From an optimization exercise on the open Yosys and OpenROAD flow, aimed at small area, a short achievable clock period and few clock cycles per item; shortcuts taken in it are not production practice. At most, simulation tests tie the RTL to the original design; equivalence was not proved. The RTL of runs 1 to 5 was laid out without a check of its function. Power is estimated from default activity; no workload was simulated.

`flow/config.mk`:
```
export PLATFORM = sky130hd
export DESIGN_NAME = max_sum_sliding_window
export DESIGN_NICKNAME = max_sum_sliding_window
export VERILOG_FILES = /design/flow/design.v
export SDC_FILE = /design/flow/constraint.sdc
export NUM_CORES = 4
export LEC_CHECK = 0
export CAP_MARGIN = 20
export CORE_MARGIN = 2
export CORE_UTILIZATION = 45
export PLACE_DENSITY = 0.6
export SLEW_MARGIN = 20
```
`flow/constraint.sdc`:
```
create_clock -name core_clock -period 10.0 [get_ports {i_clk}]
set_input_delay 2.0000 -clock core_clock [delete_from_list [all_inputs] [get_ports {i_clk}]]
set_output_delay 2.0000 -clock core_clock [all_outputs]
set_load 0.01 [all_outputs]
```
`flow/design.v`:
```
module msw_ring (
    input  logic        i_clk,
    input  logic        i_acc,
    input  logic [15:0] i_data,
    input  logic        i_w1,
    input  logic [7:0]  i_wm2,
    output logic [15:0] o_old
);
    logic [15:0]       r_x;
    logic [3*16-1:0]   r_s0;
    logic [12*16-1:0]  r_s1;
    logic [48*16-1:0]  r_s2;
    logic [192*16-1:0] r_s3;
    logic [15:0]       r_out;
    logic [15:0] out0, out1, out2, out3;
    always_comb begin
        case (i_wm2[1:0])
            2'd0:    out0 = r_x;
            2'd1:    out0 = r_s0[0*16 +: 16];
            2'd2:    out0 = r_s0[1*16 +: 16];
            default: out0 = r_s0[2*16 +: 16];
        endcase
        case (i_wm2[3:2])
            2'd0:    out1 = out0;
            2'd1:    out1 = r_s1[3*16 +: 16];
            2'd2:    out1 = r_s1[7*16 +: 16];
            default: out1 = r_s1[11*16 +: 16];
        endcase
        case (i_wm2[5:4])
            2'd0:    out2 = out1;
            2'd1:    out2 = r_s2[15*16 +: 16];
            2'd2:    out2 = r_s2[31*16 +: 16];
            default: out2 = r_s2[47*16 +: 16];
        endcase
        case (i_wm2[7:6])
            2'd0:    out3 = out2;
            2'd1:    out3 = r_s3[63*16 +: 16];
            2'd2:    out3 = r_s3[127*16 +: 16];
            default: out3 = r_s3[191*16 +: 16];
        endcase
    end
    always_ff @(posedge i_clk) begin
        if (i_acc) begin
            r_x <= i_data;
        end else if (!i_w1) begin
            r_x <= r_out;
        end
        r_s0  <= {r_s0[0 +: 2*16], r_x};
        r_s1  <= {r_s1[0 +: 11*16], out0};
        r_s2  <= {r_s2[0 +: 47*16], out1};
        r_s3  <= {r_s3[0 +: 191*16], out2};
        r_out <= out3;
    end
    assign o_old = i_w1 ? r_x : r_out;
endmodule
module max_sum_sliding_window (
    input  logic              i_clk,
    input  logic              i_rst_n,
    input  logic              i_cfg_we,
    input  logic [8:0]        i_cfg_data,
    input  logic              i_in_valid,
    output logic              o_in_ready,
    input  logic [15:0]       i_in_sample,
    input  logic              i_in_last,
    output logic              o_res_valid,
    input  logic              i_res_ready,
    output logic [15:0]       o_res_best_start,
    output logic [23:0]       o_res_best_sum,
    output logic [1:0]        o_res_status
);
    localparam logic [1:0] ST_OK    = 2'd0;
    localparam logic [1:0] ST_SHORT = 2'd1;
    localparam logic [1:0] ST_LONG  = 2'd2;
    logic [8:0]  r_cfg;
    logic [8:0]  cfg_nx;
    logic [7:0]  eff_wm2;
    logic [7:0]  r_ewm2;
    logic [7:0]  r_wm2;
    logic        w1;
    logic        r_ready;
    logic        r_mid;        
    logic [7:0]  r_gc;         
    logic        aligned;
    logic        acc;
    logic        take;
    logic [16:0] r_kc;         
    logic [16:0] r_t;          
    logic [23:0] r_sum;        
    logic [15:0] old_sample;
    logic        sub;
    logic [23:0] part;
    logic        r_s_valid;
    logic        r_s_last;
    logic [23:0] r_best;
    logic [15:0] r_bidx;
    logic        s_set;
    logic        s_upd;
    logic [1:0]  s_status;
    logic [23:0] n_best;
    logic [15:0] n_idx;
    logic        new_res;
    logic        r_oval;
    logic [41:0] r_out;
    assign cfg_nx = i_cfg_we ? i_cfg_data : r_cfg;
    always_comb begin
        if (cfg_nx <= 9'd1) begin
            eff_wm2 = 8'hFF;
        end else if (cfg_nx >= 9'd256) begin
            eff_wm2 = 8'd254;
        end else begin
            eff_wm2 = 8'(cfg_nx - 9'd2);
        end
    end
    always_ff @(posedge i_clk) begin
        if (!i_rst_n) begin
            r_cfg  <= 9'd1;
            r_ewm2 <= 8'hFF;
        end else begin
            r_cfg  <= cfg_nx;
            r_ewm2 <= eff_wm2;
        end
    end
    always_ff @(posedge i_clk) begin
        if (!r_mid) begin
            r_wm2 <= r_ewm2;
        end
    end
    assign w1 = (r_wm2 == 8'hFF);
    assign acc     = i_in_valid && r_ready;
    assign take    = r_oval && i_res_ready;
    assign aligned = (r_gc == r_wm2);
    always_ff @(posedge i_clk) begin
        if (!i_rst_n) begin
            r_ready <= 1'b1;
            r_mid   <= 1'b0;
        end else begin
            r_ready <= (acc || !r_mid || aligned)
                    && !(acc && i_in_last) && !(r_s_valid && r_s_last)
                    && !(r_oval && !i_res_ready);
            if (acc) begin
                r_mid <= !i_in_last;
            end
        end
    end
    always_ff @(posedge i_clk) begin
        if (acc || aligned) begin
            r_gc <= 8'hFF;
        end else begin
            r_gc <= r_gc + 8'd1;
        end
    end
    msw_ring u_ring (
        .i_clk  (i_clk),
        .i_acc  (acc),
        .i_data (i_in_sample),
        .i_w1   (w1),
        .i_wm2  (r_wm2),
        .o_old  (old_sample)
    );
    assign sub  = r_mid && !r_kc[16];
    assign part = (r_mid ? r_sum : 24'd0) - (sub ? {{8{old_sample[15]}}, old_sample} : 24'd0);
    always_ff @(posedge i_clk) begin
        if (acc) begin
            r_sum <= part + {{8{i_in_sample[15]}}, i_in_sample};
            if (!r_mid) begin
                r_kc <= (r_ewm2 == 8'hFF) ? 17'd0 : {9'h1FF, ~r_ewm2};
                r_t  <= 17'd0;
            end else begin
                r_kc <= r_kc + 17'd1;
                r_t  <= r_t[16] ? r_t : (r_t + 17'd1);
            end
        end
    end
    always_ff @(posedge i_clk) begin
        if (!i_rst_n) begin
            r_s_valid <= 1'b0;
        end else begin
            r_s_valid <= acc;
        end
        r_s_last <= i_in_last;
    end
    always_comb begin
        s_set  = (r_kc == 17'd0);
        s_upd  = !r_kc[16] && (s_set || ($signed(r_sum) >= $signed(r_best)));
        n_best = s_upd ? r_sum : r_best;
        n_idx  = s_upd ? r_kc[15:0] : r_bidx;
        if (r_t[16]) begin
            s_status = ST_LONG;
        end else if (r_kc[16]) begin
            s_status = ST_SHORT;
        end else begin
            s_status = ST_OK;
        end
        new_res = r_s_valid && r_s_last;
    end
    always_ff @(posedge i_clk) begin
        if (r_s_valid && s_upd) begin
            r_best <= r_sum;
            r_bidx <= r_kc[15:0];
        end
    end
    always_ff @(posedge i_clk) begin
        if (!i_rst_n) begin
            r_oval <= 1'b0;
        end else begin
            r_oval <= new_res || (r_oval && !i_res_ready);
        end
    end
    always_ff @(posedge i_clk) begin
        if (new_res) begin
            if (s_status == ST_OK) begin
                r_out <= {n_idx, n_best, s_status};
            end else begin
                r_out <= {16'd0, 24'd0, s_status};
            end
        end
    end
    assign o_in_ready       = r_ready;
    assign o_res_valid      = r_oval;
    assign o_res_best_start = r_out[41:26];
    assign o_res_best_sum   = r_out[25:2];
    assign o_res_status     = r_out[1:0];
endmodule
```
`flow/run.sh`:
```
#!/bin/bash
# synth_recipe.tcl (not shown) runs the flow's synth.tcl, then flattens the netlist and writes it again
# the make line also repeats each setting of config.mk as NAME=value (left out here)
make -C /OpenROAD-flow-scripts/flow DESIGN_CONFIG=/design/flow/config.mk WORK_HOME=/design/flow/orfs CLKGATE_MAP_FILE= SYNTH_SCRIPT=/design/flow/synth_recipe.tcl finish
```
==> flow_summary.toml, run 1 <==
[status]
status = "no timing/DRC/antenna violations"

[clock_network]
clock_path_buffers = 4
path_clk_slew_ns = 0.06
htreeDepth = 5
cts_tree = "built"
cts_setup_buffers = 0
hold_buffers = 0
root_buffer = "clkbuf_16"
clk_latency_ns = 0.94
clock-sinks = 4290
cts-resized-gates = 0
numCtsBuffers = 398

[final_layout]
layout_common_cells = "4142 x dfxtp_1, 410 x clkbuf_16, 155 x nand2_1"
final_cell_area_um2 = 112000
layout_commonest_cell = "dfxtp_1"
area_delta_synth_final_pct = 18.5
fin_nets = 5737
utilization_pct = 53.8
layout.cells.non_filler = 8729
drive_gt1_share_pct = 12.1

[logic_synthesis]
syn-cell-area_um2 = 94200
synthCells = 5192
ys_seq_elements = 4290
synthArstFlopShare_pct = 0
yosys.area_share.adder_pct = 1.21
ys_types = 56
synth_sequential_area_ratio_pct = 92.8
synth-compound-area-share_pct = 0.899
yosysWarnings = 2
synthSimpleGateAreaFrac_pct = 1.62
syn_nets = 5300
synth_area_per_cell_um2 = 18.1
synth_ff_type = "dfxtp_1"
synth_xor_area_share_pct = 0.595
synth.area.mux_share_pct = 2.28
synth_edf_count = 148
synth_top_family_by_area = "multiplexers"

[timing]
setup_slack_ns = 4.47
rsz0062_at_grt = "no"
fin_tns_setup_ns = 0
setup_viol = 0
drv_slew = 0
final-hold-violation-count = 0
fmax_mhz = 181
final.setup_skew_ns = 0.0947
relSlewSlack_pct = 34.9
hold_ws_ns = 0.234
period_needed_ns = 5.53
worstMarginPinSlew_ns = 0.977
min_period_over_period_pct = 55.3

[global_route]
grt_overflow_total = 0
grt_pass1_wl_um = 192000
first_global_vias = 35378
grt_start_max_net_pins = 81
grt_util_all_layers_pct = 11.4
antenna_found_initial = 18

[worst_hold_path]
hold_end = "u_ring.r_s3[3026]$_DFF_P_"
hold_class = "reg2reg"
hold_depth = 0
hp-start = "u_ring.r_s3[3010]$_DFF_P_"

[critical_path]
worstReg2RegEnd = "r_sum[20]$_DFFE_PP_"
crit_type = "reg2reg"
cp_data_arrival_time_ns = 6.17
crit_slowest_cell = "edfxtp_1"
r2r_start = "r_wm2[1]$_DFFE_PN_"
crit_path_frequent_cell = "fa_1"
worst_ep_required_time_ns = 10.64
cp_slowest_stage_delay_ns = 0.98
startpoint_type = "flop"
path_cells = "nand4_1 -> nor2_2 -> buf_4 -> mux2i_1 -> nor2_1 -> fa_1 -> inv_1 -> fa_1 -> a211oi_1 -> o31ai_1 -> o21ai_0 -> a311oi_1 -> o41ai_1 -> xnor2_1"
end_kind = "flop"
rr_worst_depth = 14
crit_buf_inv = 2
worst-path-max-fanout = 18
regToRegSetupSlack_ns = 4.47
crit_family = "compound AO/OA/AOI/OAI gates"

[power]
p_total_mw = 34.6
p_sw_share_pct = 19.7
clockPowerShare_pct = 42.8
share_seq_of_total_power_pct = 54.8
ir_drop_v = 0.000210
p_leak_nw = 44.9
p_comb_share_pct = 2.4
p_sw_mw = 6.82
power.internal_mw = 27.7
power_density_nw_per_um2 = 310

[floorplan]
core-area_um2 = 207000
die_x_um = 461
die_h_um = 461
rows = 167
io_pins = 75
initial_utilization_pct = 45.4
die_area_um2 = 213000

[routing]
drc = 0
detail-route-antenna-nets = 0
firstDrtPassIters = 5
via_per_inst = 4.01
drtIter0Drc = 1544
wirelength_um = 119000
wl_per_cell_um = 13.6
vias = 34997

[placed_design]
dpl.hpwl_um = 64000
dp_slack_ns = 4.08
dp.cells = 8016
io_buffers = 74
placed_area_um2 = 98300
gp_congestion = 0.770

[job]
maxCapViolations = 0
area by class of cell:
type / count / area (um2)
multi-input combinational: 753 / 6230
antenna: 10 / 25.0
fill: 16216 / 95900
tap: 2788 / 3490
inverter: 97 / 364
sequential: 4290 / 87400
timing repair buffer: 89 / 861
clock buffer: 571 / 11700
clock inverter: 131 / 1530
power by group through the flow:
stage	Sequential, mW	Clock (mW)	Combinational, mW
final	18.9	14.8	0.841
after global routing	19.0	15.9	0.936
after CTS	19.0	15.2	0.851
after detailed placement	19.3	0	0.844
after global placement	19.3	0	0.840
after floorplan	19.1	0	0.631
routing by layer:
layer  up-vias  track usage (%)  routed length [um]
met5         -                0                  13
met4         2             5.53                4180
met3       343             2.93                5650
met2       613             15.3               46300
met1     16540             16.8               62700
li1      17499                -                   -
flip-flops by register name, summed over array words and instances (netlist names), 9 cells and up:
| register | cells |
|---|---|
| r_kc | 17 |
| u_ring.r_s2 | 768 |
| r_out | 42 |
| r_best | 24 |
| r_bidx | 16 |
| r_t | 17 |
| r_cfg | 9 |
| u_ring.r_s1 | 192 |
| u_ring.r_x | 16 |
| r_sum | 24 |
| u_ring.r_s3 | 3072 |
| u_ring.r_s0 | 48 |
| u_ring.r_out | 16 |
synth_stat cells, types with 6 or more instances:
cell / number / share of area (%)
dfxtp_1: 4142 / 88
nand2_1: 155 / 0.62
edfxtp_1: 148 / 4.7
inv_1: 97 / 0.39
nor2_1: 75 / 0.30
mux2i_1: 69 / 0.73
mux4_2: 64 / 1.5
ha_1: 54 / 0.72
a21oi_1: 51 / 0.27
xor2_1: 36 / 0.33
o21ai_0: 35 / 0.19
clkbuf_1: 33 / 0.13
xnor2_1: 28 / 0.26
fa_1: 23 / 0.49
nand3_1: 22 / 0.12
nand4_1: 18 / 0.12
and3_1: 11 / 0.073
buf_1: 11 / 0.044
nor2b_1: 11 / 0.073
nor3_1: 10 / 0.053
o211ai_1: 10 / 0.080
nand2b_1: 8 / 0.053
a21o_1: 7 / 0.056
a211oi_1: 6 / 0.048
buf_2: 6 / 0.032
o21a_1: 6 / 0.048
worst max path at each step:
stage	end	slack (ns)	cells after the start	from
6_report	r_sum[20]$_DFFE_PP_	4.47	14	r_wm2[1]$_DFFE_PN_
5_1_grt	r_sum[20]$_DFFE_PP_	4.04	14	r_wm2[1]$_DFFE_PN_
4_1_cts	r_sum[20]$_DFFE_PP_	4.32	14	r_wm2[3]$_DFFE_PN_
3_5_place_dp	r_sum[20]$_DFFE_PP_	4.08	11	i_in_sample[1]
3_3_place_gp	r_sum[20]$_DFFE_PP_	3.99	11	i_in_sample[1]
2_1_floorplan	r_sum[20]$_DFFE_PP_	5.11	17	r_wm2[4]$_DFFE_PN_
logic make-up (layout without fill, tap and decap cells):
group,after synthesis,after routing
fa+ha+maj,77,77
other cells,0,10
mux,134,134
compound gates,139,139
xor+xnor,64,64
buf+inv,149,888
flops,4290,4290
simple gates,339,339
==> inputs of run 2 (changes only) <==
--- a/flow/config.mk
+++ b/flow/config.mk
@@ -10,2 +10,3 @@
 export CORE_UTILIZATION = 45
+export CTS_BUF_LIST = sky130_fd_sc_hd__clkbuf_8
 export PLACE_DENSITY = 0.6
==> run 2 against run 1 <==
Still clean on timing, DRC and antenna. Clock power down 11%. Global-route usage up 0.27 points. Final cell count up 4.1%. Via count up 3.6%. Utilization down 0.55 points. Worst setup slack better by 0.027 ns. Die area unchanged. Largest power group unchanged.
==> flow_summary.toml, run 2 <==
[status]
status = "no timing/DRC/antenna violations"

[final_layout]
largest_reg_flops = 3072
regMostFlops = "u_ring.r_s3"
reg_top3 = "u_ring.r_s3: 3072 flops, u_ring.r_s2: 768 flops, u_ring.r_s1: 192 flops"
drive_gt1_share_pct = 14.9
layout_commonest_cell = "dfxtp_1"
utilization_pct = 53.2
layout.cells.non_filler = 9091
area_delta_synth_final_pct = 17.3
fin_nets = 5965
layout_common_cells = "4142 x dfxtp_1, 759 x clkbuf_8, 310 x inv_1"

[routing]
drtIter0Drc = 1540
drc = 0
via_per_inst = 3.99
firstDrtPassIters = 5
vias = 36252
detail-route-antenna-nets = 0
wl_per_cell_um = 13.3
wirelength_um = 121000

[power]
p_sw_share_pct = 20.8
p_sw_mw = 6.85
ir_drop_v = 0.000170
share_seq_of_total_power_pct = 57.6
p_comb_share_pct = 2.6
clockPowerShare_pct = 39.8
power.internal_mw = 26.0
power_density_nw_per_um2 = 297
p_leak_nw = 45.4

[timing]
rsz0062_at_grt = "no"
fin_tns_setup_ns = 0
relSlewSlack_pct = 33.6
final-hold-violation-count = 0
drv_slew = 0
hold_ws_ns = 0.263
setup_viol = 0
period_needed_ns = 5.50
fmax_mhz = 182
final.setup_skew_ns = 0.0634
min_period_over_period_pct = 55.0
worstMarginPinSlew_ns = 0.997

[critical_path]
crit_path_frequent_cell = "fa_1"
cp_slowest_stage_delay_ns = 1.00
crit_slowest_cell = "edfxtp_1"
worst-path-max-fanout = 18
crit_type = "reg2reg"
cp_data_arrival_time_ns = 6.27
crit_buf_inv = 2
path_cells = "nand4_1 -> nor2_2 -> buf_4 -> mux2i_1 -> nor2_1 -> fa_1 -> inv_1 -> fa_1 -> a211oi_1 -> o31ai_1 -> o21ai_0 -> a311oi_1 -> o41ai_1 -> xnor2_1"
crit_family = "compound AO/OA/AOI/OAI gates"
end_kind = "flop"
worst_ep_required_time_ns = 10.76
startpoint_type = "flop"

[global_route]
grt_util_all_layers_pct = 11.6
grt_pass1_wl_um = 196000
first_global_vias = 37591
grt_overflow_total = 0
grt_start_max_net_pins = 81
antenna_found_initial = 20

[clock_network]
htreeDepth = 6
root_buffer = "clkbuf_8"
hold_buffers = 0
cts_tree = "built"
cts-resized-gates = 0
clk_latency_ns = 1.02
cts_setup_buffers = 0
clock_path_buffers = 4
path_clk_slew_ns = 0.06
numCtsBuffers = 626
clock-sinks = 4290

[logic_synthesis]
synth_top_area_share_pct = 88.1
synth_edf_count = 148
synthCells = 5192
synth_common_cells = "4142 x dfxtp_1, 155 x nand2_1, 148 x edfxtp_1, 97 x inv_1, 75 x nor2_1"
syn-cell-area_um2 = 94200
synth.area.top_cells = "dfxtp_1 88%, edfxtp_1 4.7%, mux4_2 1.5%"
syn_nets = 5300
synthArstFlopShare_pct = 0
yosysMostFrequentCell = "dfxtp_1"
synth_sequential_area_ratio_pct = 92.8
synth_ff_type = "dfxtp_1"
synth_area_per_cell_um2 = 18.1
ys_seq_elements = 4290
ys_types = 56
yosysWarnings = 2
synth_largest_area_cell = "dfxtp_1"

[placed_design]
gp_congestion = 0.770
dp.cells = 8016
dpl.hpwl_um = 64000
io_buffers = 74

[job]
maxCapViolations = 0

[floorplan]
io_pins = 75
die_h_um = 461
core-area_um2 = 207000
die_x_um = 461
die_area_um2 = 213000
rows = 167
initial_utilization_pct = 45.4

[worst_hold_path]
hold_class = "reg2reg"
==> run 2: cell families (layout without fill, tap and decap cells) <==
group / count (synthesis) / in the layout / share of synthesized area (%)
muxes: 134 / 134 / 2.28
other: 0 / 11 / 0
and+or+nand+nor: 339 / 339 / 1.62
buffers and inverters: 149 / 1249 / 0.627
xor gates and xnor gates: 64 / 64 / 0.595
DFF: 4290 / 4290 / 92.8
adders and majority gates: 77 / 77 / 1.21
AOI/OAI and AO/OA: 139 / 139 / 0.899
==> run 2: power by group through the flow <==
stage                     clock [mW]  combinational [mW]  sequential, mW
after detailed placement           0               0.844            19.3
after global routing            14.4               0.936            19.0
after CTS                       13.6               0.850            19.0
final                           13.1               0.842            18.9
after global placement             0               0.840            19.3
after floorplan                    0               0.631            19.1
==> run 2: path summary, 6_finish.rpt <==
check | startpoint | endpoint | slack [ns] | cells after the start
worst max-delay path | r_wm2[1]$_DFFE_PN_ | r_sum[20]$_DFFE_PP_ | 4.50 | 14
worst min-delay path | u_ring.r_s3[1742]$_DFF_P_ | u_ring.r_s3[1758]$_DFF_P_ | 0.26 | 0
worst max register to register | r_wm2[1]$_DFFE_PN_ | r_sum[20]$_DFFE_PP_ | 4.50 | 14
worst min register to register | u_ring.r_s3[1742]$_DFF_P_ | u_ring.r_s3[1758]$_DFF_P_ | 0.26 | 0
==> run 2: stage by stage <==
stage               setup WS, ns  area (um2)  total power, mW
global route                4.07      110000             34.4
detailed placement          4.08       98300             20.1
global placement            3.99       98300             20.1
finish                      4.50      110000             32.8
floorplan                   5.11       94200             19.7
CTS                         4.35      110000             33.4
==> run 2: area by class of cell <==
class                           count  area [um2]
Inverter                           97         364
Fill cell                       16520       97100
Antenna cell                       11        27.5
Timing Repair Buffer               89         861
Multi-Input combinational cell    753        6230
Clock inverter                    304        1660
Tap cell                         2788        3490
Clock buffer                      759       10400
Sequential cell                  4290       87400
==> run 2: routing by layer <==
metal	part of all wire, %	GRT usage, %	vias to the layer above
met3	5.4	3.72	369
li1	-	-	18042
met1	52	16.8	17045
met5	0.011	0	-
met4	3.9	6.69	2
met2	39	15.2	794
==> inputs of run 3 (changes only) <==
--- a/flow/config.mk
+++ b/flow/config.mk
@@ -10,3 +10,4 @@
 export CORE_UTILIZATION = 45
-export CTS_BUF_LIST = sky130_fd_sc_hd__clkbuf_8
+export CTS_CLUSTER_DIAMETER = 80
+export CTS_CLUSTER_SIZE = 28
 export PLACE_DENSITY = 0.6
==> run 3 against run 2 <==
Clock skew up 0.0017 ns. Clock power down 36%. Final cell count down 9.3%. Synthesized area unchanged. Maximum frequency down 1.3%. Die area unchanged. Largest power group unchanged.
==> flow_summary.toml, run 3 <==
[status]
status = "no timing/DRC/antenna violations"

[placed_design]
gp_congestion = 0.770
io_buffers = 74
placed_area_um2 = 98300
dpl.hpwl_um = 64000

[final_layout]
fin_nets = 5519
area_delta_synth_final_pct = 9.94
layout_commonest_cell = "dfxtp_1"
layout_common_cells = "4142 x dfxtp_1, 181 x clkbuf_16, 155 x nand2_1"
largest_reg_flops = 3072
regMostFlops = "u_ring.r_s3"
drive_gt1_share_pct = 5.61
reg_top3 = "u_ring.r_s3: 3072 flops, u_ring.r_s2: 768 flops, u_ring.r_s1: 192 flops"
final_cell_area_um2 = 104000

[floorplan]
io_pins = 75
rows = 167
die_area_um2 = 213000
core-area_um2 = 207000
die_h_um = 461
initial_utilization_pct = 45.4
die_x_um = 461

[routing]
detail-route-antenna-nets = 0
firstDrtPassIters = 5
drtIter0Drc = 1742
wl_per_cell_um = 13.7
vias = 33224
drc = 0
wirelength_um = 113000
via_per_inst = 4.03

[logic_synthesis]
synth_xor_area_share_pct = 0.595
synth_top_family_by_area = "multiplexers"
synth.area.mux_share_pct = 2.28
synth_common_cells = "4142 x dfxtp_1, 155 x nand2_1, 148 x edfxtp_1, 97 x inv_1, 75 x nor2_1"
synth_top_area_share_pct = 88.1
syn-cell-area_um2 = 94200
ys_seq_elements = 4290
syn_nets = 5300
synthArstFlopShare_pct = 0
yosysMostFrequentCell = "dfxtp_1"
synthCells = 5192
synth_largest_area_cell = "dfxtp_1"
synth-compound-area-share_pct = 0.899
yosysWarnings = 2
synthSimpleGateAreaFrac_pct = 1.62
ys_types = 56
synth.area.top_cells = "dfxtp_1 88%, edfxtp_1 4.7%, mux4_2 1.5%"
synth_area_per_cell_um2 = 18.1
synth_sequential_area_ratio_pct = 92.8
synth_edf_count = 148
synth_ff_type = "dfxtp_1"
yosys.area_share.adder_pct = 1.21

[power]
power_density_nw_per_um2 = 271
p_comb_share_pct = 3.0
power.internal_mw = 22.3
p_sw_mw = 5.81
clockPowerShare_pct = 29.7
share_seq_of_total_power_pct = 67.3
ir_drop_v = 0.000208
p_sw_share_pct = 20.7
p_leak_nw = 40.9

[clock_network]
numCtsBuffers = 180
htreeDepth = 4
path_clk_slew_ns = 0.10
clock-sinks = 4290
hold_buffers = 0
cts_setup_buffers = 0
clock_path_buffers = 3
cts_tree = "built"
cts-resized-gates = 0
root_buffer = "clkbuf_16"
clk_latency_ns = 0.85

[critical_path]
worst-path-max-fanout = 18
crit_type = "reg2reg"
path_cells = "nand4_1 -> nor2_2 -> buf_4 -> mux2i_1 -> nor2_1 -> fa_1 -> inv_1 -> fa_1 -> a211oi_1 -> o31ai_1 -> o21ai_0 -> a311oi_1 -> o41ai_1 -> xnor2_1"
crit_family = "compound AO/OA/AOI/OAI gates"
crit_path_frequent_cell = "fa_1"
startpoint_type = "flop"
crit_buf_inv = 2
worst_ep_required_time_ns = 10.58
cp_slowest_stage_delay_ns = 0.98
cp_data_arrival_time_ns = 6.15
crit_slowest_cell = "edfxtp_1"
end_kind = "flop"

[timing]
relSlewSlack_pct = 35.3
fin_tns_setup_ns = 0
period_needed_ns = 5.57
rsz0062_at_grt = "no"
fmax_mhz = 179
min_period_over_period_pct = 55.7
final.setup_skew_ns = 0.0651
setup_viol = 0
drv_slew = 0
hold_ws_ns = 0.290
worstMarginPinSlew_ns = 0.970
final-hold-violation-count = 0

[job]
maxCapViolations = 0

[worst_hold_path]
hold_class = "reg2reg"

[global_route]
grt_overflow_total = 0
grt_util_all_layers_pct = 10.7
first_global_vias = 32467
grt_start_max_net_pins = 81
grt_pass1_wl_um = 180000
antenna_found_initial = 19
-- run 3: changes by cell type in the layout (fill, tap and decap cells not counted), moves of 4 or more --
cell,change
clkbuf_16,+181
bufinv_16,-10
inv_16,+6
clkbuf_8,-759
clkbuf_1,+7
inv_6,-6
inv_1,-214
clkinv_1,-5
clkinv_2,-38
clkinv_16,+10
clkinvlp_4,-17
inv_12,+4
-- run 3: path summary, 6_finish.rpt --
path	to	cells past startpoint	slack, ns	start
worst min-delay path	u_ring.r_s2[48]$_DFF_P_	0	0.29	u_ring.r_s2[32]$_DFF_P_
worst max register to register	r_sum[20]$_DFFE_PP_	14	4.43	r_wm2[1]$_DFFE_PN_
worst max-delay path	r_sum[20]$_DFFE_PP_	14	4.43	r_wm2[1]$_DFFE_PN_
worst min register to register	u_ring.r_s2[48]$_DFF_P_	0	0.29	u_ring.r_s2[32]$_DFF_P_
-- run 3: through the flow --
stage | cells | utilization, % | power (mW) | worst slack, ns
finish | 8248 | 49.9 | 28.1 | 4.43
CTS | 8238 | 49.9 | 28.4 | 4.30
detailed placement | 8016 | 47.4 | 20.1 | 4.08
floorplan | 5192 | - | 19.7 | 5.11
global placement | 8016 | 47.4 | 20.1 | 3.99
global route | 8243 | 49.9 | 29.2 | 4.03
-- run 3: worst reg2reg max path, stage by stage (launching register included) --
cell,delay [ns]
edfxtp_1,0.98
nand4_1,0.20
nor2_2,0.26
buf_4,0.35
mux2i_1,0.29
nor2_1,0.09
fa_1,0.53
inv_1,0.08
fa_1,0.48
a211oi_1,0.37
o31ai_1,0.16
o21ai_0,0.61
a311oi_1,0.38
o41ai_1,0.46
xnor2_1,0.10
-- run 3: power by group through the flow --
stage          clock network [mW]  registers [mW]  logic (mW)
2_1_floorplan                   0            19.1       0.631
6_report                     8.32            18.9       0.841
5_1_grt                      9.27            19.0       0.936
3_5_place_dp                    0            19.3       0.844
3_3_place_gp                    0            19.3       0.840
4_1_cts                      8.66            18.9       0.850
-- run 3: cells by family after synthesis --
family | count (synthesis)
flip-flops | 4290
AND/OR/NAND/NOR | 339
buffers and inverters | 149
AO/OA/AOI/OAI | 139
multiplexers | 134
adder cells (fa/ha/maj) | 77
XOR/XNOR | 64
-- run 3: routing by layer --
metal | up-vias | wire [um] | global-route usage [%]
met4 | 2 | 3130 | 3.95
met1 | 15818 | 62000 | 16.6
met5 | - | 14 | 0
met2 | 400 | 43200 | 14.4
li1 | 16788 | - | -
met3 | 216 | 4350 | 2.40
-- run 3: final cells by class --
type / count / area (um2)
Inverter: 97 / 364
Tap cell: 2788 / 3490
Sequential cell: 4290 / 87400
Antenna cell: 9 / 22.5
Fill cell: 16926 / 104000
Multi-Input combinational cell: 753 / 6230
Clock buffer: 188 / 4560
Timing Repair Buffer: 89 / 861
Clock inverter: 34 / 643
==> inputs of run 4 (changes only) <==
--- a/flow/design.v
+++ b/flow/design.v
@@ -77,4 +77,5 @@
     logic [7:0]  r_ewm2;
+    logic        r_ew1;        
     logic [7:0]  r_wm2;
-    logic        w1;
+    logic        r_w1;
     logic        r_ready;
@@ -117,2 +118,3 @@
             r_ewm2 <= 8'hFF;
+            r_ew1  <= 1'b1;
         end else begin
@@ -120,2 +122,3 @@
             r_ewm2 <= eff_wm2;
+            r_ew1  <= (cfg_nx <= 9'd1);
         end
@@ -125,5 +128,5 @@
             r_wm2 <= r_ewm2;
-        end
-    end
-    assign w1 = (r_wm2 == 8'hFF);
+            r_w1  <= r_ew1;
+        end
+    end
     assign acc     = i_in_valid && r_ready;
@@ -155,3 +158,3 @@
         .i_data (i_in_sample),
-        .i_w1   (w1),
+        .i_w1   (r_w1),
         .i_wm2  (r_wm2),
@@ -165,3 +168,3 @@
             if (!r_mid) begin
-                r_kc <= (r_ewm2 == 8'hFF) ? 17'd0 : {9'h1FF, ~r_ewm2};
+                r_kc <= r_ew1 ? 17'd0 : {9'h1FF, ~r_ewm2};
                 r_t  <= 17'd0;
==> flow/flow/run.sh (new file) <==
#!/bin/bash
# Own layout flow: the standard ORFS flow (standard.sh, standard synthesis unchanged)
# with two changes to how the layout is optimised (constraints and clock period unchanged):
#  - ports are buffered with buf_4 cells instead of the default delay-cell buffer,
#  - timing repair aims at a setup slack margin, so it also speeds up paths that
#    already meet the period.
# The make output goes to standard_flow.log; ORFS keeps each tool's log under orfs/logs.
set -euo pipefail
export BUFFER_PORTS_ARGS="-buffer_cell sky130_fd_sc_hd__buf_4"
export SETUP_SLACK_MARGIN=6.4
bash standard.sh > standard_flow.log 2>&1
==> flow/standard.sh (new file) <==
#!/bin/bash
# synth_recipe.tcl (not shown) runs the flow's synth.tcl, then flattens the netlist and writes it again
# the make line also repeats each setting of config.mk as NAME=value (left out here)
make -C /OpenROAD-flow-scripts/flow DESIGN_CONFIG=/design/flow/config.mk WORK_HOME=/design/flow/orfs CLKGATE_MAP_FILE= SYNTH_SCRIPT=/design/flow/synth_recipe.tcl "${@:-finish}"
removed: flow/run.sh
==> run 4 against run 3 <==
Clock power shrank 0.8%. Via count shrank 1.1%. Synthesized area shrank 0.32%. Combinational power grew about 20%. Cell area grew 0.11%. Global-route usage shrank 0.15 points. Clock skew shrank 0.022 ns. Largest power group unchanged. First-iteration DRC count grew 8.8%. Sequential cell count grew 2. Still clean on timing, DRC and antenna. Hold slack gained 0.0029 ns. Non-clock buffer count grew 24.
==> flow_summary.toml, run 4 <==
[status]
status = "no timing/DRC/antenna violations"

[timing]
setup_viol = 0
fmax_mhz = 261
final.setup_skew_ns = 0.0433
fin_tns_setup_ns = 0
min_period_over_period_pct = 38.3
drv_slew = 0
period_needed_ns = 3.83
relSlewSlack_pct = 36.4
final-hold-violation-count = 0
worstMarginPinSlew_ns = 0.954
rsz0062_at_grt = "yes"

[logic_synthesis]
yosys.area_share.adder_pct = 1.21
synth.area.mux_share_pct = 2.26
synth_top_family_by_area = "multiplexers"
synth_largest_area_cell = "dfxtp_1"
synth_top_area_share_pct = 88.4
synthArstFlopShare_pct = 0
synth_ff_type = "dfxtp_1"
synth-compound-area-share_pct = 0.810
synthCells = 5117
yosysMostFrequentCell = "dfxtp_1"
yosysWarnings = 2
ys_seq_elements = 4292
synth.area.top_cells = "dfxtp_1 88%, edfxtp_1 4.8%, mux4_2 1.5%"
ys_types = 50
synthSimpleGateAreaFrac_pct = 1.37
synth_area_per_cell_um2 = 18.3
synth_edf_count = 149
synth_common_cells = "4143 x dfxtp_1, 149 x edfxtp_1, 107 x nor2_1, 92 x inv_1, 68 x mux2i_1"
synth_sequential_area_ratio_pct = 93.1
syn_nets = 5225
synth_xor_area_share_pct = 0.634
syn-cell-area_um2 = 93900

[global_route]
grt_start_max_net_pins = 44
first_global_vias = 31851
antenna_found_initial = 20
grt_overflow_total = 0
grt_util_all_layers_pct = 10.6
grt_pass1_wl_um = 177000

[power]
clockPowerShare_pct = 29.2
p_sw_share_pct = 20.5
ir_drop_v = 0.000199
p_sw_mw = 5.79
power.internal_mw = 22.5
share_seq_of_total_power_pct = 67.3
power_density_nw_per_um2 = 273
p_total_mw = 28.3
p_comb_share_pct = 3.6
p_leak_nw = 41.2

[routing]
vias = 32867
wl_per_cell_um = 13.7
wirelength_um = 112000
drc = 0
firstDrtPassIters = 5
drtIter0Drc = 1895
detail-route-antenna-nets = 0
via_per_inst = 4.01

[final_layout]
drive_gt1_share_pct = 8.45
nFillCells = 16894
multi_input_area_um2 = 6350
area_delta_synth_final_pct = 10.4
largest_reg_flops = 3072
register_area_um2 = 87400
regMostFlops = "u_ring.r_s3"
layout.cells.non_filler = 8198
layout_common_cells = "4143 x dfxtp_1, 181 x clkbuf_16, 149 x edfxtp_1"
fin_nets = 5470
layout_commonest_cell = "dfxtp_1"
final_cell_area_um2 = 104000
reg_top3 = "u_ring.r_s3: 3072 flops, u_ring.r_s2: 768 flops, u_ring.r_s1: 192 flops"

[clock_network]
root_buffer = "clkbuf_16"
hold_buffers = 0
numCtsBuffers = 176
clock_path_buffers = 3
cts_tree = "built"
path_clk_slew_ns = 0.10
htreeDepth = 4
clk_latency_ns = 0.84
clock-sinks = 4292

[critical_path]
crit_family = "compound AO/OA/AOI/OAI gates"
worstReg2RegEnd = "r_sum[21]$_DFFE_PP_"
crit_type = "in2reg"
startpoint_type = "primary input"
cp.depth = 13
r2r_start = "r_mid$_SDFFE_PN0P_"
end_kind = "flop"
regToRegSetupSlack_ns = 6.37
rr_worst_depth = 13
startpoint = "i_in_sample[4]"
cp_slowest_stage_delay_ns = 0.48
path_cells = "buf_8 -> inv_8 -> fa_1 -> inv_2 -> ha_4 -> a21o_1 -> a31o_4 -> o211ai_1 -> buf_4 -> a21oi_4 -> o311ai_4 -> mux2i_2 -> xor2_1"
crit_slowest_cell = "fa_1"
cp_data_arrival_time_ns = 4.42
crit_path_end = "r_sum[21]$_DFFE_PP_"
worst_ep_required_time_ns = 10.59
crit_buf_inv = 4
worst-path-max-fanout = 4

[placed_design]
io_buffers = 74
dpl.hpwl_um = 63300
placed_area_um2 = 98000
gp_congestion = 0.784
dp.cells = 7946

[floorplan]
die_x_um = 461
io_pins = 75
rows = 167
initial_utilization_pct = 45.3
core-area_um2 = 207000
die_h_um = 461
die_area_um2 = 212000

[worst_hold_path]
hp-start = "u_ring.r_s2[306]$_DFF_P_"
hold_class = "reg2reg"

[job]
maxCapViolations = 0
run 4: changes by cell type in the layout (fill, tap and decap cells not counted), sizes merged, moves of 8 or more:
cell	previous run	this run
o21ai	36	23
inv	115	100
nand4	18	9
nor2	75	107
a21oi	51	59
buf	15	113
clkdlybuf4s50	74	0
nand2	155	66
run 4: power by group through the flow:
stage	clock network (mW)	registers, mW	logic [mW]
CTS	8.57	19.0	0.945
finish	8.25	19.0	1.01
floorplan	0	19.2	0.692
global placement	0	19.4	0.888
global route	9.17	19.2	1.10
detailed placement	0	19.4	0.906
run 4: per-layer routing:
metal | share of wire, % | GRT usage (%) | wire length [um] | vias up
met5 | 0.0071 | 0 | 8 | -
met4 | 2.7 | 3.30 | 2990 | 2
met3 | 4.2 | 2.33 | 4670 | 235
met2 | 39 | 14.4 | 43300 | 426
met1 | 55 | 16.6 | 61200 | 15631
li1 | - | - | - | 16573
run 4: what timing repair did:
item	CTS	global route
pin swaps	11	24
resized for setup	17	40
buffers inserted	16	9
cloned	1	0
endpoints found under the setup margin	31	10
run 4: stage by stage:
step	hold slack, ns	util [%]	worst slack, ns
2_1_floorplan	0.310	-	5.65
3_3_place_gp	0.310	47.3	5.27
3_5_place_dp	0.312	47.3	5.21
4_1_cts	0.289	49.9	6.28
5_1_grt	0.305	50.0	6.16
6_report	0.293	50.0	6.17
run 4: worst min path at each step:
stage | endpoint | slack [ns] | depth (start not counted)
final | u_ring.r_s2[322]$_DFF_P_ | 0.29 | 0
after global routing | u_ring.r_s3[37]$_DFF_P_ | 0.31 | 0
after CTS | u_ring.r_s2[322]$_DFF_P_ | 0.29 | 0
after detailed placement | u_ring.r_s1[125]$_DFF_P_ | 0.31 | 0
after global placement | u_ring.r_s3[3049]$_DFF_P_ | 0.31 | 0
after floorplan | u_ring.r_s1[100]$_DFF_P_ | 0.31 | 0
run 4: layout make-up:
| class | count | share of cell area [%] |
|---|---|---|
| inverters | 93 | 0.362 |
| flip-flops and latches | 4292 | 84.3 |
| clock buffers | 194 | 4.45 |
| multi-input cells | 685 | 6.13 |
| repair buffers | 113 | 0.847 |
| clock inverters | 28 | 0.494 |
| well taps | 2788 | 3.37 |
| diodes | 4 | 0.00966 |
| repair inverters | 1 | 0.00724 |
run 4: cells by family after synthesis:
logic type,Yosys count
flops,4292
buf+inv,140
xor+xnor,68
mux,132
fa+ha+maj,77
compound gates,128
simple gates,280
run 4: worst reg2reg max path, delay by kind of cell (launching register included):
kind                     cells  cell delay (ns)
AO/OA/AOI/OAI                5             0.96
XOR/XNOR                     1             0.10
buffers and inverters        3             0.63
multiplexers                 1             0.28
adder cells (fa/ha/maj)      2             0.83
flip-flops                   1             0.39
AND/OR/NAND/NOR              1             0.19
==> inputs of run 5 (changes only) <==
--- a/flow/flow/run.sh
+++ b/flow/flow/run.sh
@@ -9,3 +9,3 @@
 export BUFFER_PORTS_ARGS="-buffer_cell sky130_fd_sc_hd__buf_4"
-export SETUP_SLACK_MARGIN=6.4
+export SETUP_SLACK_MARGIN=0
 bash standard.sh > standard_flow.log 2>&1
==> run 5 against run 4 <==
Still clean. Combinational power fell by 9.5%. Register-to-register slack worse by 0.94 ns. Non-clock buffer count is 25 lower. Clock power barely moved. Clock-buffer cell count shrank 4. Utilization is 0.30 points lower. Critical endpoint is now r_sum[22]$_DFFE_PP_. Sequential power hardly changed. Via count shrank 0.49%.
==> flow_summary.toml, run 5 <==
[final_layout]
nFillCells = 17070
fin_nets = 5447
layout_common_cells = "4143 x dfxtp_1, 181 x clkbuf_16, 149 x edfxtp_1"
regMostFlops = "u_ring.r_s3"
reg_top3 = "u_ring.r_s3: 3072 flops, u_ring.r_s2: 768 flops, u_ring.r_s1: 192 flops"
layout_commonest_cell = "dfxtp_1"
area_delta_synth_final_pct = 9.74
final_cell_area_um2 = 103000
multi_input_area_um2 = 5910
register_area_um2 = 87400
largest_reg_flops = 3072
drive_gt1_share_pct = 6.97

[logic_synthesis]
synth_area_per_cell_um2 = 18.3
synth.area.mux_share_pct = 2.26
synth_xor_area_share_pct = 0.634
synth_ff_type = "dfxtp_1"
synth_top_family_by_area = "multiplexers"
synth_common_cells = "4143 x dfxtp_1, 149 x edfxtp_1, 107 x nor2_1, 92 x inv_1, 68 x mux2i_1"
synthCells = 5117
yosysMostFrequentCell = "dfxtp_1"
synth_edf_count = 149
synthArstFlopShare_pct = 0
synth_sequential_area_ratio_pct = 93.1
syn_nets = 5225
ys_seq_elements = 4292
yosysWarnings = 2
synth_largest_area_cell = "dfxtp_1"
synth.area.top_cells = "dfxtp_1 88%, edfxtp_1 4.8%, mux4_2 1.5%"
ys_types = 50
yosys.area_share.adder_pct = 1.21
synth_top_area_share_pct = 88.4
synth-compound-area-share_pct = 0.810
syn-cell-area_um2 = 93900
synthSimpleGateAreaFrac_pct = 1.37

[critical_path]
crit_family = "compound AO/OA/AOI/OAI gates"
worst-path-max-fanout = 16
crit_buf_inv = 1
worst_ep_required_time_ns = 10.59
cp_data_arrival_time_ns = 5.15
crit_type = "reg2reg"
cp_slowest_stage_delay_ns = 0.70
path_cells = "nand2b_1 -> nor2_1 -> fa_1 -> inv_1 -> fa_1 -> a21o_1 -> a221oi_1 -> a21boi_0 -> a41oi_1 -> o21ai_0 -> a21oi_1 -> xnor2_1"
crit_path_frequent_cell = "fa_1"
startpoint_type = "flop"
end_kind = "flop"
crit_slowest_cell = "nand2b_1"

[clock_network]
cts_setup_buffers = 0
htreeDepth = 4
clock_path_buffers = 3
clock-sinks = 4292
cts_tree = "built"
hold_buffers = 0
cts-resized-gates = 0
clk_latency_ns = 0.84
numCtsBuffers = 179
root_buffer = "clkbuf_16"
path_clk_slew_ns = 0.10

[job]
maxCapViolations = 0

[timing]
final.setup_skew_ns = 0.0564
fmax_mhz = 219
rsz0062_at_grt = "no"
setup_viol = 0
drv_slew = 0
fin_tns_setup_ns = 0
worstMarginPinSlew_ns = 1.07
hold_ws_ns = 0.293
final-hold-violation-count = 0
relSlewSlack_pct = 28.5
period_needed_ns = 4.57
min_period_over_period_pct = 45.7

[global_route]
grt_pass1_wl_um = 178000
grt_util_all_layers_pct = 10.6
grt_overflow_total = 0
antenna_found_initial = 14
grt_start_max_net_pins = 47
first_global_vias = 32085

[floorplan]
rows = 167
die_h_um = 461
die_area_um2 = 212000
initial_utilization_pct = 45.3
die_x_um = 461
io_pins = 75
core-area_um2 = 207000

[power]
p_leak_nw = 41.0
power_density_nw_per_um2 = 273
ir_drop_v = 0.000190
p_total_mw = 28.2

[routing]
wl_per_cell_um = 13.7
drtIter0Drc = 2043
wirelength_um = 112000
detail-route-antenna-nets = 0
drc = 0
via_per_inst = 4.00
firstDrtPassIters = 6
vias = 32705

[placed_design]
placed_area_um2 = 97800
dpl.hpwl_um = 63000
io_buffers = 74
gp_congestion = 0.766

[status]
status = "no timing/DRC/antenna violations"

[worst_hold_path]
hold_class = "reg2reg"
[run 5: logic make-up after synthesis]
group / after synthesis
flops: 4292
xor+xnor: 68
simple gates: 280
compound gates: 128
fa+ha+maj: 77
buf+inv: 140
mux: 132
[run 5: report_power, final]
part / internal (mW) / switching, mW
logic: 0.397 / 0.517
clock network: 3.39 / 4.88
registers: 18.6 / 0.417
[run 5: through the flow]
stage          setup slack (ns)  util [%]  cells
3_5_place_dp               4.69      47.2   7945
6_report                   5.43      49.7   8174
5_1_grt                    5.01      49.7   8170
2_1_floorplan              4.40         -   5117
4_1_cts                    5.27      49.7   8167
3_3_place_gp               4.69      47.2   7945
[run 5: worst register-to-register path, stage by stage (launching register included)]
cell and delay, ns:
edfxtp_1 0.47, nand2b_1 0.70, nor2_1 0.18, fa_1 0.54
inv_1 0.07, fa_1 0.45, a21o_1 0.19, a221oi_1 0.43
a21boi_0 0.31, a41oi_1 0.49, o21ai_0 0.21, a21oi_1 0.20
xnor2_1 0.08
[run 5: layout make-up]
class                   instances  share of cell area, %
flip-flops and latches       4292                   84.9
multi-input cells             685                   5.74
clock buffers                 190                   4.43
well taps                    2788                   3.39
repair buffers                 88                  0.661
clock inverters                32                  0.576
inverters                      93                  0.339
diodes                          6                 0.0146
[run 5: worst paths after layout]
kind / from / to / slack, ns / cells after the start
min: u_ring.r_s3[35]$_DFF_P_ / u_ring.r_s3[51]$_DFF_P_ / 0.29 / 0
min reg2reg: u_ring.r_s3[35]$_DFF_P_ / u_ring.r_s3[51]$_DFF_P_ / 0.29 / 0
max reg2reg: r_kc[16]$_DFFE_PP_ / r_sum[22]$_DFFE_PP_ / 5.43 / 12
max: r_kc[16]$_DFFE_PP_ / r_sum[22]$_DFFE_PP_ / 5.43 / 12
[run 5: layer usage]
layer / track usage (%) / routed length (um)
met1: 16.5 / 60900
met2: 14.5 / 42800
met3: 2.28 / 4770
met4: 4.02 / 3690
met5: 0 / 20
==> inputs of run 6 (changes only) <==
--- a/flow/design.v
+++ b/flow/design.v
@@ -6,2 +6,3 @@
     input  logic [7:0]  i_wm2,
+    output logic [15:0] o_x,
     output logic [15:0] o_old
@@ -53,2 +54,3 @@
     end
+    assign o_x   = r_x;
     assign o_old = i_w1 ? r_x : r_out;
@@ -88,6 +90,6 @@
     logic [16:0] r_t;          
-    logic [23:0] r_sum;        
+    logic [24:0] r_part;       
+    logic [15:0] last_sample;  
     logic [15:0] old_sample;
     logic        sub;
-    logic [23:0] part;
     logic        r_s_valid;
@@ -99,2 +101,4 @@
     logic [1:0]  s_status;
+    logic [23:0] s_sum;
+    logic [25:0] s_diff;
     logic [23:0] n_best;
@@ -103,3 +107,3 @@
     logic        r_oval;
-    logic [41:0] r_out;
+    logic [1:0]  r_status;
     assign cfg_nx = i_cfg_we ? i_cfg_data : r_cfg;
@@ -160,9 +164,10 @@
         .i_wm2  (r_wm2),
+        .o_x    (last_sample),
         .o_old  (old_sample)
     );
-    assign sub  = r_mid && !r_kc[16];
-    assign part = (r_mid ? r_sum : 24'd0) - (sub ? {{8{old_sample[15]}}, old_sample} : 24'd0);
+    assign sub = r_mid && !r_kc[16];
     always_ff @(posedge i_clk) begin
         if (acc) begin
-            r_sum <= part + {{8{i_in_sample[15]}}, i_in_sample};
+            r_part <= (r_mid ? (r_part + {{9{last_sample[15]}}, last_sample}) : 25'd0)
+                    - (sub ? {{9{old_sample[15]}}, old_sample} : 25'd0);
             if (!r_mid) begin
@@ -185,5 +190,8 @@
     always_comb begin
+        s_sum  = 24'(r_part + {{9{last_sample[15]}}, last_sample});
+        s_diff = {r_part[24], r_part} + {{10{last_sample[15]}}, last_sample}
+               - {{2{r_best[23]}}, r_best};
         s_set  = (r_kc == 17'd0);
-        s_upd  = !r_kc[16] && (s_set || ($signed(r_sum) >= $signed(r_best)));
-        n_best = s_upd ? r_sum : r_best;
+        s_upd  = !r_kc[16] && (s_set || !s_diff[25]);
+        n_best = s_upd ? s_sum : r_best;
         n_idx  = s_upd ? r_kc[15:0] : r_bidx;
@@ -199,4 +207,13 @@
     always_ff @(posedge i_clk) begin
-        if (r_s_valid && s_upd) begin
-            r_best <= r_sum;
+        if (new_res) begin
+            r_status <= s_status;
+            if (s_status == ST_OK) begin
+                r_best <= n_best;
+                r_bidx <= n_idx;
+            end else begin
+                r_best <= 24'd0;
+                r_bidx <= 16'd0;
+            end
+        end else if (r_s_valid && s_upd) begin
+            r_best <= s_sum;
             r_bidx <= r_kc[15:0];
@@ -209,11 +226,2 @@
             r_oval <= new_res || (r_oval && !i_res_ready);
-        end
-    end
-    always_ff @(posedge i_clk) begin
-        if (new_res) begin
-            if (s_status == ST_OK) begin
-                r_out <= {n_idx, n_best, s_status};
-            end else begin
-                r_out <= {16'd0, 24'd0, s_status};
-            end
         end
@@ -222,5 +230,5 @@
     assign o_res_valid      = r_oval;
-    assign o_res_best_start = r_out[41:26];
-    assign o_res_best_sum   = r_out[25:2];
-    assign o_res_status     = r_out[1:0];
+    assign o_res_best_start = r_bidx;
+    assign o_res_best_sum   = r_best;
+    assign o_res_status     = r_status;
 endmodule
--- a/flow/flow/run.sh
+++ b/flow/flow/run.sh
@@ -9,3 +9,3 @@
 export BUFFER_PORTS_ARGS="-buffer_cell sky130_fd_sc_hd__buf_4"
-export SETUP_SLACK_MARGIN=0
+export SETUP_SLACK_MARGIN=6.8
 bash standard.sh > standard_flow.log 2>&1
--- a/flow/config.mk
+++ b/flow/config.mk
@@ -10,4 +10,4 @@
 export CORE_UTILIZATION = 45
-export CTS_CLUSTER_DIAMETER = 80
-export CTS_CLUSTER_SIZE = 28
+export CTS_CLUSTER_DIAMETER = 90
+export CTS_CLUSTER_SIZE = 32
 export PLACE_DENSITY = 0.6
==> run 6 against run 5 <==
Clock-buffer cell count decreased by 25. Critical endpoint is now r_part[20]$_DFFE_PP_. Still clean on timing, DRC and antenna. Routed wire length increased by 7.7%. Utilization increased by 0.56 points.
==> flow_summary.toml, run 6 <==
[logic_synthesis]
synth_sequential_area_ratio_pct = 91.9
synthArstFlopShare_pct = 0
ys_types = 60
synthCells = 5224
ys_seq_elements = 4253
yosysWarnings = 2
synth_ff_type = "dfxtp_1"
synth.area.top_cells = "dfxtp_1 88%, edfxtp_1 3.5%, mux4_2 1.5%"
synth_area_per_cell_um2 = 18.0
synth_largest_area_cell = "dfxtp_1"
synth_edf_count = 110
yosysMostFrequentCell = "dfxtp_1"
synth_top_area_share_pct = 88.4
syn_nets = 5360
syn-cell-area_um2 = 93800
synth_common_cells = "4143 x dfxtp_1, 110 x edfxtp_1, 110 x inv_1, 92 x nor2_1, 79 x ha_1"

[critical_path]
worst_ep_required_time_ns = 10.56
end_kind = "flop"
cp_data_arrival_time_ns = 4.83
crit_type = "reg2reg"
crit_path_end = "r_part[20]$_DFFE_PP_"
startpoint = "r_part[0]$_DFFE_PP_"
rr_worst_depth = 20
worst-path-max-fanout = 3
worstReg2RegEnd = "r_part[20]$_DFFE_PP_"
regToRegSetupSlack_ns = 5.73
r2r_start = "r_part[0]$_DFFE_PP_"
startpoint_type = "flop"

[placed_design]
placed_area_um2 = 98000
io_buffers = 74
dpl.hpwl_um = 70000
gp_congestion = 0.780

[final_layout]
final_cell_area_um2 = 104000
register_area_um2 = 86300
regMostFlops = "u_ring.r_s3"
nFillCells = 16827
reg_top3 = "u_ring.r_s3: 3072 flops, u_ring.r_s2: 768 flops, u_ring.r_s1: 192 flops"
area_delta_synth_final_pct = 11.0
layout_commonest_cell = "dfxtp_1"
largest_reg_flops = 3072
multi_input_area_um2 = 7620
layout_common_cells = "4137 x dfxtp_1, 161 x clkbuf_16, 110 x edfxtp_1"
utilization_pct = 50.3
drive_gt1_share_pct = 9.97
fin_nets = 5648

[floorplan]
die_area_um2 = 212000
core-area_um2 = 207000
die_h_um = 461
io_pins = 75
initial_utilization_pct = 45.3
rows = 167
die_x_um = 461

[timing]
worstMarginPinSlew_ns = 0.902
period_needed_ns = 4.27
setup_viol = 0
relSlewSlack_pct = 39.9
final.setup_skew_ns = 0.0689
fin_tns_setup_ns = 0
rsz0062_at_grt = "yes"
min_period_over_period_pct = 42.7
final-hold-violation-count = 0
fmax_mhz = 234
drv_slew = 0
hold_ws_ns = 0.306

[global_route]
grt_start_max_net_pins = 54
grt_util_all_layers_pct = 11.5
grt_overflow_total = 0
antenna_found_initial = 2
grt_pass1_wl_um = 191000
first_global_vias = 33417

[routing]
firstDrtPassIters = 5
vias = 33628
via_per_inst = 4.03
drc = 0
wl_per_cell_um = 14.5
drtIter0Drc = 1779
wirelength_um = 121000
detail-route-antenna-nets = 0

[clock_network]
numCtsBuffers = 159
clock_path_buffers = 3
clk_latency_ns = 0.85
path_clk_slew_ns = 0.12
root_buffer = "clkbuf_16"
clock-sinks = 4253
htreeDepth = 4
cts_tree = "built"

[power]
power_density_nw_per_um2 = 282
p_leak_nw = 41.5
ir_drop_v = 0.000204

[job]
maxCapViolations = 0

[status]
status = "no timing/DRC/antenna violations"

[worst_hold_path]
hold_class = "reg2reg"
run 6: where the power goes:
part | switching (mW) | leakage (nW) | total, mW | internal, mW
sequential | 0.447 | 34.8 | 18.9 | 18.5
clock | 4.79 | 2.25 | 7.85 | 3.06
combinational | 1.36 | 4.45 | 2.61 | 1.25
run 6: cell families (layout without fill, tap and decap cells):
family	Yosys count	count (layout)	synth area share [%]
AO/OA/AOI/OAI	191	191	1.31
flip-flops	4253	4253	91.9
other	0	5	0
multiplexers	98	98	1.91
adder cells (fa/ha/maj)	105	105	1.61
AND/OR/NAND/NOR	342	342	1.84
XOR/XNOR	79	79	0.738
buffers and inverters	156	481	0.655
run 6: critical path, stage by stage, from the launching register on:
cell and delay [ns]:
edfxtp_1 0.40, ha_4 0.16, inv_2 0.04, fa_2 0.36, nor2b_4 0.15, o31ai_4 0.07, a21oi_2 0.18, o21ai_2 0.07
a21boi_1 0.13, o21ai_1 0.11, a21boi_1 0.22, nor3_2 0.08, ha_1 0.31, a31o_2 0.26, a21oi_2 0.13, or3b_4 0.41
o221ai_4 0.22, o21ai_4 0.09, a221oi_4 0.34, buf_4 0.18, xnor2_1 0.06
run 6: metrics by stage:
step           power [mW]  cells  setup slack [ns]
2_1_floorplan        20.6   5224              5.93
3_3_place_gp         21.4   8058              5.32
3_5_place_dp         21.4   8058              5.24
4_1_cts              29.6   8315              5.70
5_1_grt              30.7   8338              5.42
6_report             29.4   8342              5.73
run 6: per-layer routing:
layer | routed length [um] | global-route usage [%] | share of wire, % | vias to the layer above
met5 | 13 | 0 | 0.011 | -
li1 | - | - | - | 17053
met3 | 3950 | 2.24 | 3.3 | 207
met2 | 49400 | 16.6 | 41 | 333
met4 | 3170 | 3.78 | 2.6 | 2
met1 | 64200 | 17.3 | 53 | 16033
run 6: final cells by class:
cell class	instances	share of cell area, %
Sequential cell	4253	82.9
Multi-Input combinational cell	815	7.32
Clock buffer	165	3.86
Tap cell	2788	3.35
Timing Repair Buffer	172	1.56
Clock inverter	33	0.599
Inverter	111	0.404
Antenna cell	5	0.0120
run 6: timing repair:
item	CTS	global route
buffers inserted	56	21
gates resized for setup	136	33
setup endpoints to repair	116	106
cloned	3	1
pin swaps	44	31
hold buffers	0	0
run 6: worst min path at each step:
stage                                          from                         to  slack, ns  depth (start not counted)
after detailed placement   u_ring.r_s2[183]$_DFF_P_   u_ring.r_s2[199]$_DFF_P_       0.31                          0
after global routing      u_ring.r_s3[1301]$_DFF_P_  u_ring.r_s3[1317]$_DFF_P_       0.30                          0
after global placement      u_ring.r_s2[64]$_DFF_P_    u_ring.r_s2[80]$_DFF_P_       0.31                          0
final                      u_ring.r_s3[415]$_DFF_P_   u_ring.r_s3[431]$_DFF_P_       0.31                          0
after CTS                  u_ring.r_s2[271]$_DFF_P_   u_ring.r_s2[287]$_DFF_P_       0.31                          0
after floorplan             u_ring.r_s1[84]$_DFF_P_   u_ring.r_s1[100]$_DFF_P_       0.31                          0
Testbench counts of run 6, summed over its fixed seeds: cycles 59,560, items 59,080.
==> inputs of run 7 (changes only) <==
--- a/flow/flow/run.sh
+++ b/flow/flow/run.sh
@@ -9,3 +9,3 @@
 export BUFFER_PORTS_ARGS="-buffer_cell sky130_fd_sc_hd__buf_4"
-export SETUP_SLACK_MARGIN=6.8
+export SETUP_SLACK_MARGIN=6.4
 bash standard.sh > standard_flow.log 2>&1
--- a/flow/config.mk
+++ b/flow/config.mk
@@ -10,4 +10,4 @@
 export CORE_UTILIZATION = 45
-export CTS_CLUSTER_DIAMETER = 90
-export CTS_CLUSTER_SIZE = 32
+export CTS_CLUSTER_DIAMETER = 80
+export CTS_CLUSTER_SIZE = 28
 export PLACE_DENSITY = 0.6
==> run 7 against run 6 <==
Synthesized area unchanged. Power increased by 1.0%. Non-clock buffer count decreased by 20. Die area unchanged. Clock skew decreased by 0.0069 ns. Utilization about the same. Clock power increased by 5.1%. Critical path type unchanged.
==> flow_summary.toml, run 7 <==
[global_route]
grt_util_all_layers_pct = 11.5
antenna_found_initial = 6
grt_start_max_net_pins = 53
first_global_vias = 33573
grt_pass1_wl_um = 190000
grt_overflow_total = 0

[clock_network]
path_clk_slew_ns = 0.10
cts_tree = "built"
clock_path_buffers = 3
htreeDepth = 4
numCtsBuffers = 177
hold_buffers = 0
root_buffer = "clkbuf_16"
clk_latency_ns = 0.85
clock-sinks = 4253

[timing]
fmax_mhz = 229
rsz0062_at_grt = "yes"
period_needed_ns = 4.37
final.setup_skew_ns = 0.0620
setup_viol = 0
fin_tns_setup_ns = 0
relSlewSlack_pct = 37.6
min_period_over_period_pct = 43.7
final-hold-violation-count = 0
worstMarginPinSlew_ns = 0.936
drv_slew = 0

[logic_synthesis]
syn_nets = 5360
synthCells = 5224
yosysWarnings = 2
synthArstFlopShare_pct = 0
synth_ff_type = "dfxtp_1"
ys_types = 60
synth_largest_area_cell = "dfxtp_1"
synth_edf_count = 110
ys_seq_elements = 4253
synth_sequential_area_ratio_pct = 91.9
syn-cell-area_um2 = 93800
synth_area_per_cell_um2 = 18.0
synth_top_area_share_pct = 88.4
synth_common_cells = "4143 x dfxtp_1, 110 x edfxtp_1, 110 x inv_1, 92 x nor2_1, 79 x ha_1"
synth.area.top_cells = "dfxtp_1 88%, edfxtp_1 3.5%, mux4_2 1.5%"
yosysMostFrequentCell = "dfxtp_1"

[critical_path]
path_cells = "ha_1 -> o21ai_0 -> a21oi_2 -> o21ai_2 -> a21boi_2 -> o21ai_2 -> nor3b_4 -> nor3_2 -> ha_1 -> buf_4 -> buf_6 -> a211o_1 -> o211ai_1 -> a21oi_2 -> o21ai_4 -> a31oi_4 -> a41oi_2 -> mux2i_1 -> nand2_1"
worst-path-max-fanout = 4
startpoint_type = "flop"
cp_slowest_stage_delay_ns = 0.45
end_kind = "flop"
crit_slowest_cell = "o21ai_0"
crit_type = "reg2reg"
crit_family = "compound AO/OA/AOI/OAI gates"
worst_ep_required_time_ns = 10.57
crit_buf_inv = 2
cp_data_arrival_time_ns = 4.94

[final_layout]
layout_common_cells = "4140 x dfxtp_1, 182 x clkbuf_16, 129 x buf_4"
reg_top3 = "u_ring.r_s3: 3072 flops, u_ring.r_s2: 768 flops, u_ring.r_s1: 192 flops"
nFillCells = 16985
layout_commonest_cell = "dfxtp_1"
multi_input_area_um2 = 7500
drive_gt1_share_pct = 9.60
regMostFlops = "u_ring.r_s3"
fin_nets = 5646
largest_reg_flops = 3072
register_area_um2 = 86300
area_delta_synth_final_pct = 11.0

[routing]
via_per_inst = 4.06
wirelength_um = 121000
vias = 33848
detail-route-antenna-nets = 0
firstDrtPassIters = 5
drtIter0Drc = 1574
wl_per_cell_um = 14.5
drc = 0

[floorplan]
rows = 167
io_pins = 75
die_h_um = 461
die_area_um2 = 212000
die_x_um = 461
initial_utilization_pct = 45.3
core-area_um2 = 207000

[power]
ir_drop_v = 0.000191
p_total_mw = 29.7
p_leak_nw = 41.6
power_density_nw_per_um2 = 285

[job]
maxCapViolations = 0

[worst_hold_path]
hold_class = "reg2reg"

[placed_design]
dpl.hpwl_um = 69800
gp_congestion = 0.821
io_buffers = 74

[status]
status = "no timing/DRC/antenna violations"
==> run 7: cell counts after synthesis <==
Identical to the previous run, type by type.
==> run 7: worst register-to-register path, cell delays in order (launching register included) <==
cell and delay [ns]:
edfxtp_1 0.40, ha_1 0.36, o21ai_0 0.45, a21oi_2 0.09
o21ai_2 0.22, a21boi_2 0.09, o21ai_2 0.19, nor3b_4 0.24
nor3_2 0.07, ha_1 0.31, buf_4 0.15, buf_6 0.11
a211o_1 0.25, o211ai_1 0.14, a21oi_2 0.13, o21ai_4 0.21
a31oi_4 0.14, a41oi_2 0.28, mux2i_1 0.21, nand2_1 0.06
==> run 7: repair_timing <==
action                     in CTS  in global routing
buffers inserted               34                 23
gates cloned                    0                  4
resized for setup              58                 50
pin swaps                      34                 50
setup endpoints to repair      71                 61
==> run 7: final cells by class <==
cell class              count  share of cell area (%)
flip-flops and latches   4253                    82.9
multi-input cells         815                    7.21
clock buffers             188                    4.38
well taps                2788                    3.35
repair buffers            152                    1.22
clock inverters            31                   0.578
inverters                 111                   0.404
diodes                      5                  0.0120
==> run 7: metal layers <==
metal	routed length, um	vias to the layer above	share of wire [%]	track usage [%]
li1	-	17045	-	-
met1	62700	16238	52	16.8
met2	50600	345	42	16.8
met3	4210	220	3.5	2.29
met4	3760	0	3.1	4.31
met5	0	-	0	0
==> run 7: where the power goes <==
| group | internal (mW) | switching [mW] | total (mW) | leakage [nW] |
|---|---|---|---|---|
| combinational | 1.17 | 1.36 | 2.52 | 4.25 |
| clock | 3.37 | 4.88 | 8.25 | 2.49 |
| sequential | 18.5 | 0.443 | 18.9 | 34.8 |
==> run 7: metrics by stage <==
step                hold slack (ns)  cells  utilization, %  setup WS, ns  cell area [um2]
floorplan                     0.310   5224               -          5.93            94000
CTS                           0.293   8311            50.0          5.66           104000
global route                  0.292   8340            50.3          5.44           104000
finish                        0.302   8343            50.3          5.63           104000
global placement              0.310   8058            47.3          5.26            97900
detailed placement            0.312   8058            47.3          5.33            97900
==> run 7: cells by family after synthesis <==
kind of cell	share of synthesized area [%]
mux	1.91
buf+inv	0.655
simple gates	1.84
fa+ha+maj	1.61
compound gates	1.31
flops	91.9
xor+xnor	0.738
==> run 7: final timing paths <==
kind / start / endpoint / slack [ns] / cells after the start
max: r_part[5]$_DFFE_PP_ / r_part[23]$_DFFE_PP_ / 5.63 / 19
min: u_ring.r_s3[1997]$_DFF_P_ / u_ring.r_s3[2013]$_DFF_P_ / 0.30 / 0
max reg2reg: r_part[5]$_DFFE_PP_ / r_part[23]$_DFFE_PP_ / 5.63 / 19
min reg2reg: u_ring.r_s3[1997]$_DFF_P_ / u_ring.r_s3[2013]$_DFF_P_ / 0.30 / 0

[separate check: timing with driven ports]
How much do the figures lean on ideal ports? The routed layouts below were timed once more, with nothing changed but the port constraints.
Step 1 sets driving cells, clkbuf_16 on the clock port and buf_2 on the other inputs (assumed; they add their load-dependent delay and slew).
Step 2 also shifts input and output timing later by t, the mid clock arrival at the registers, as if the neighbouring blocks saw the same clock.
Slacks: ideal ports / drivers / drivers and shift; pairs: ideal ports / drivers.
| run | t (ns) | setup WS [ns] | clock arrival spread, ns | worst data-port slew with drivers (ns) | cell pins on the clock port's net |
|---|---|---|---|---|---|
| run 1 | 0.972 | 4.471 / 4.471 / 3.918 | 0.096 / 0.097 | 0.16 | 1 |
| run 2 | 1.048 | 4.498 / 4.498 / 3.967 | 0.095 / 0.095 | 0.16 | 1 |
| run 3 | 0.894 | 4.426 / 4.426 / 3.871 | 0.066 / 0.066 | 0.17 | 1 |
| run 4 | 0.882 | 6.171 / 6.095 / 5.213 | 0.080 / 0.080 | 0.17 | 1 |
| run 5 | 0.886 | 5.434 / 5.434 / 4.556 | 0.064 / 0.064 | 0.17 | 1 |
| run 6 | 0.901 | 5.728 / 5.728 / 5.728 | 0.069 / 0.069 | 0.09 | 1 |
| run 7 | 0.905 | 5.635 / 5.635 / 5.635 | 0.063 / 0.064 | 0.15 | 1 |
After both steps every run listed still meets setup and hold. The setup slack of run 4, which loses most, moves by -0.076 ns with the drivers and by -0.958 ns with both steps.
